Source: an optimization exercise on an open RTL-to-GDS flow (aim: small area, a short achievable clock period and few clock cycles per item). Production flows keep margins and buffers that such runs may drop.
Function was checked by simulation only, so behaviour that the tests miss may differ from the original.
Power is estimated from default activity; no workload was simulated.

== v3 ==
// proj_readout_top
module proj_readout_top (
    input  logic         clk,
    input  logic         rst,
    input  logic         event_start,    
    input  logic [71:0]  item_count,     
    input  logic [527:0] mem_data,       
    input  logic         out_ack,        
    output logic [11:0]  mem_rd_en,      
    output logic [59:0]  mem_rd_addr,    
    output logic [53:0]  out_word,       
    output logic         out_req,        
    output logic         done            
);
    localparam int N_MEM = 12;
    logic             busy;       
    logic             init;       
    logic             wait1;      
    logic             arm;        
    logic             fin;        
    logic [2:0]       bx;         
    logic [3:0]       k;          
    logic [4:0]       a;          
    logic [N_MEM-1:0] nzq;        
    logic [5:0]       cnt;        
    logic [3:0]       nk;         
    logic             any_q;      
    logic             eom_q;      
    logic [43:0]      data_q;     
    logic             last_q;     
    logic [N_MEM-1:0] nz;         
    logic [N_MEM-1:0] above;      
    logic [3:0]       k_above;    
    logic             end_of_mem;
    logic             accept;     
    logic             ack_seen;   
    logic             idle_link;  
    always_comb begin
        for (int j = 0; j < N_MEM; j++) begin
            nz[j]    = |item_count[6*j +: 6];
            above[j] = nzq[j] && (init || (4'(j) > k));
        end
        k_above = '0;
        for (int j = N_MEM - 1; j >= 0; j--) begin
            if (above[j]) k_above = 4'(j);
        end
    end
    logic [N_MEM-1:0] kdec;       
    logic [N_MEM-1:0] ksel;       
    logic [5:0]       cnt_n [N_MEM/3];
    logic [43:0]      data_n [N_MEM/3];
    logic [5:0]       cnt_sel;
    logic [43:0]      data_sel;
    always_comb begin
        for (int j = 0; j < N_MEM; j++) begin
  ...
Size in the first run: about 620 cells after synthesis, about 730 I/O pins.
clock: 4.5 ns
lec_check: 0
cap_margin: 5
core_area: 5 5 245 245
die_area: 0 0 250 250
gpl_routability_driven: 0
place_density: 0.6
setup_slack_margin: 2.4
slew_margin: 5
synth_hierarchical: 1
synth_minimum_keep_size: 0
standard.sh (not shown) runs the stock make flow with config.mk's settings and CLKGATE_MAP_FILE= SYNTH_SCRIPT=/design/flow/synth_recipe.tcl, a recipe that flattens the netlist after the stock synthesis.
==> flow/flow/run.sh <==
#!/bin/bash
# Standard layout, with the smallest buffer on every input and output port.
set -uo pipefail
export BUFFER_PORTS_ARGS="-buffer_cell sky130_fd_sc_hd__buf_1"
bash standard.sh > standard.log 2>&1
v3 ran to completion and came out clean on the timing, design-rule and antenna checks.
Testbench counts of v3, summed over its fixed seeds: cycles 93,176, words 22,694.
Modified inputs, v24 compared to v3
# v3
export LEC_CHECK = 0
export CAP_MARGIN = 5
export CORE_AREA = 5 5 245 245
export DIE_AREA = 0 0 250 250
export GPL_ROUTABILITY_DRIVEN = 0
export PLACE_DENSITY = 0.6
export SETUP_SLACK_MARGIN = 2.4
export SLEW_MARGIN = 5
export SYNTH_HIERARCHICAL = 1
export SYNTH_MINIMUM_KEEP_SIZE = 0
create_clock -name core_clock -period 4.5 [get_ports {clk}]
# v24
export LEC_CHECK = 0
export CAP_MARGIN = 20
export CORE_AREA = 5 5 195 195
export DIE_AREA = 0 0 200 200
export PLACE_DENSITY = 0.6
export SETUP_SLACK_MARGIN = 2.4
export SLEW_MARGIN = 20
export SYNTH_HIERARCHICAL = 1
export SYNTH_MINIMUM_KEEP_SIZE = 0
create_clock -name core_clock -period 4.5 [get_ports {clk}]
==> flow/flow/run.sh <==
#!/bin/bash
# Standard layout, with the smallest buffer on every input and output port
# and pins allowed one routing track apart.
set -uo pipefail
export BUFFER_PORTS_ARGS="-buffer_cell sky130_fd_sc_hd__buf_1"
export PLACE_PINS_ARGS="-min_distance 1 -min_distance_in_tracks"
bash standard.sh > standard.log 2>&1
[summary]
Diff v3 -> v24: share of cell area taken by multi-input logic gates rose by 1.2 points; power share of the clock group fell by 0.6 points. v3 -> v24: register bit total from synthesis delta 0, exact match. Looking at met2 capacity usage during global routing, v24 sits 6.1 points higher than v3 does. The aggregate global-route resource usage reported for v24 is greater than that of v3 by 4.6 points.
### v24 -> v33
# v24
export LEC_CHECK = 0
export CAP_MARGIN = 20
export CORE_AREA = 5 5 195 195
export DIE_AREA = 0 0 200 200
export PLACE_DENSITY = 0.6
export SETUP_SLACK_MARGIN = 2.4
export SLEW_MARGIN = 20
export SYNTH_HIERARCHICAL = 1
export SYNTH_MINIMUM_KEEP_SIZE = 0
create_clock -name core_clock -period 4.5 [get_ports {clk}]
# v33
export LEC_CHECK = 0
export ABC_AREA = 1
export CAP_MARGIN = 20
export CORE_AREA = 5 5 245 245
export DIE_AREA = 0 0 250 250
export PLACE_DENSITY = 0.6
export SETUP_SLACK_MARGIN = 2.4
export SLEW_MARGIN = 20
export SYNTH_HIERARCHICAL = 1
export SYNTH_MINIMUM_KEEP_SIZE = 0
create_clock -name core_clock -period 4.5 [get_ports {clk}]
==> flow/flow/run.sh <==
#!/bin/bash
# Standard layout, with the smallest buffer on every input and output port.
set -uo pipefail
export BUFFER_PORTS_ARGS="-buffer_cell sky130_fd_sc_hd__buf_1"
bash standard.sh > standard.log 2>&1
- v24 reports its dominant combinational cell family by area after synthesis as compound AO/OA/AOI/OAI gates while v33 reports simple AND/OR/NAND/NOR gates.
- Power of the sequential group came out higher on v33 than on v24.
- Share of power burned in the clock network: v33 lower than v24
- Detailed-routing iteration count for the pre-antenna-repair pass (v33 over v24): decrease, 7
- mem_rd_addr[53] as the capturing instance or port of the critical path was reported by v24, and out_word[47] by v33.


Setup of rev 12:
Starting RTL as in the previous note.
export LEC_CHECK = 0
export CAP_MARGIN = 20
export CORE_AREA = 5 5 245 245
export DIE_AREA = 0 0 250 250
export PLACE_DENSITY = 0.6
export SETUP_SLACK_MARGIN = 2.5
export SLEW_MARGIN = 20
export SYNTH_HIERARCHICAL = 1
export SYNTH_MINIMUM_KEEP_SIZE = 0
create_clock -name core_clock -period 4.5 [get_ports {clk}]
==> flow/flow/run.sh <==
#!/bin/bash
# Standard layout, with the smallest buffer on every input and output port.
set -uo pipefail
export BUFFER_PORTS_ARGS="-buffer_cell sky130_fd_sc_hd__buf_1"
bash standard.sh > standard.log 2>&1
Testbench counts of rev 12, summed over its fixed seeds: cycles 93,176, words 22,694.
Changes in rev 13 relative to rev 12:
# rev 12
export LEC_CHECK = 0
export CAP_MARGIN = 20
export CORE_AREA = 5 5 245 245
export DIE_AREA = 0 0 250 250
export PLACE_DENSITY = 0.6
export SETUP_SLACK_MARGIN = 2.5
export SLEW_MARGIN = 20
export SYNTH_HIERARCHICAL = 1
export SYNTH_MINIMUM_KEEP_SIZE = 0
create_clock -name core_clock -period 4.5 [get_ports {clk}]
# rev 13
export LEC_CHECK = 0
export CAP_MARGIN = 20
export CORE_AREA = 5 5 245 245
export DIE_AREA = 0 0 250 250
export PLACE_DENSITY = 0.6
export SETUP_SLACK_MARGIN = 2.4
export SLEW_MARGIN = 20
export SYNTH_HIERARCHICAL = 1
export SYNTH_MINIMUM_KEEP_SIZE = 0
create_clock -name core_clock -period 4.5 [get_ports {clk}]
Of the two values seen for capturing element of the worst setup path, data_q[43] was produced by rev 12 and data_q[4] by rev 13.
Rev 12 → rev 13: post-route clock period utilization barely changed, cell area dropped about 0.5%, maximum frequency decreased 0.33%.


Setup of lane 1:
Starting RTL as in the previous note.
export LEC_CHECK = 0
export CAP_MARGIN = 20
export CORE_AREA = 5 5 245 245
export DIE_AREA = 0 0 250 250
export PLACE_DENSITY = 0.6
export SETUP_SLACK_MARGIN = 2.7
export SLEW_MARGIN = 20
export SYNTH_HIERARCHICAL = 1
export SYNTH_MINIMUM_KEEP_SIZE = 0
create_clock -name core_clock -period 4.5 [get_ports {clk}]
Scripts as last shown in full above: flow/flow/run.sh
Testbench counts of lane 1, summed over its fixed seeds: cycles 93,176, words 22,694.
Setup changes, lane 1 to lane 2
# lane 1
export LEC_CHECK = 0
export CAP_MARGIN = 20
export CORE_AREA = 5 5 245 245
export DIE_AREA = 0 0 250 250
export PLACE_DENSITY = 0.6
export SETUP_SLACK_MARGIN = 2.7
export SLEW_MARGIN = 20
export SYNTH_HIERARCHICAL = 1
export SYNTH_MINIMUM_KEEP_SIZE = 0
create_clock -name core_clock -period 4.5 [get_ports {clk}]
# lane 2
export LEC_CHECK = 0
export CAP_MARGIN = 20
export CORE_AREA = 5 5 245 245
export DIE_AREA = 0 0 250 250
export PLACE_DENSITY = 0.6
export SETUP_SLACK_MARGIN = 2.2
export SLEW_MARGIN = 20
export SYNTH_HIERARCHICAL = 1
export SYNTH_MINIMUM_KEEP_SIZE = 0
create_clock -name core_clock -period 4.5 [get_ports {clk}]
[summary]
- Between lane 1 and lane 2, internal power is higher for lane 1, lane 2 comes in under that.
- In lane 2 the number of gates resized after CTS turned out 263 lower than in lane 1.
- Re setup slack: lane 2 is 0.27 ns down on lane 1.
- Hold slack deteriorates in lane 2 relative to lane 1.
- Compared to lane 1, the routing of lane 2 uses less wire.
- The minimum period implied by the final worst setup slack of lane 2 exceeds that of lane 1 by 0.27 ns.
- From lane 1 to lane 2 the numbers moved as follows: final weighted congestion in routability-driven placement decreased 0.023, routing usage on met1 now sits lower.

==> static timing again, ports no longer ideal <==
No port has a modelled driver above. Below, the same layouts with a new extraction and two added sets of constraints. Step 1 (the two cells are an assumption about what drives the block):
set clk [get_ports {clk}]
set_driving_cell -lib_cell sky130_fd_sc_hd__clkbuf_16 $clk
set_driving_cell -lib_cell sky130_fd_sc_hd__buf_2 [delete_from_list [all_inputs] $clk]
Step 2 moves the port delays by t, midway between the first and last clock arrival at a register: inputs arrive t later, outputs are due t later. That takes back most of the time a late clock gives input paths. Slacks: ideal / step 1 / step 2; pairs: ideal / step 1.
run | shift t [ns] | setup WS [ns] | worst setup path after step 2 | worst register clock-pin slew, ns
v3 | 0.430 | 2.400 / 2.400 / 2.228 | input to register | 0.10 / 0.10
v24 | 0.407 | 2.493 / 2.455 / 2.260 | input to register | 0.09 / 0.09
v33 | 0.433 | 2.460 / 2.411 / 2.232 | input to register | 0.09 / 0.09
rev 12 | 0.429 | 2.497 / 2.497 / 2.217 | input to register | 0.10 / 0.10
rev 13 | 0.428 | 2.490 / 2.472 / 2.230 | input to register | 0.10 / 0.10
lane 1 | 0.434 | 2.552 / 2.543 / 2.345 | input to register | 0.10 / 0.10
lane 2 | 0.429 | 2.282 / 2.241 / 2.262 | input to register | 0.10 / 0.10
After both steps setup and hold are still met in every run listed. The setup slack of rev 12, which loses most, moves by 0.000 ns with the drivers and by -0.280 ns with both steps.
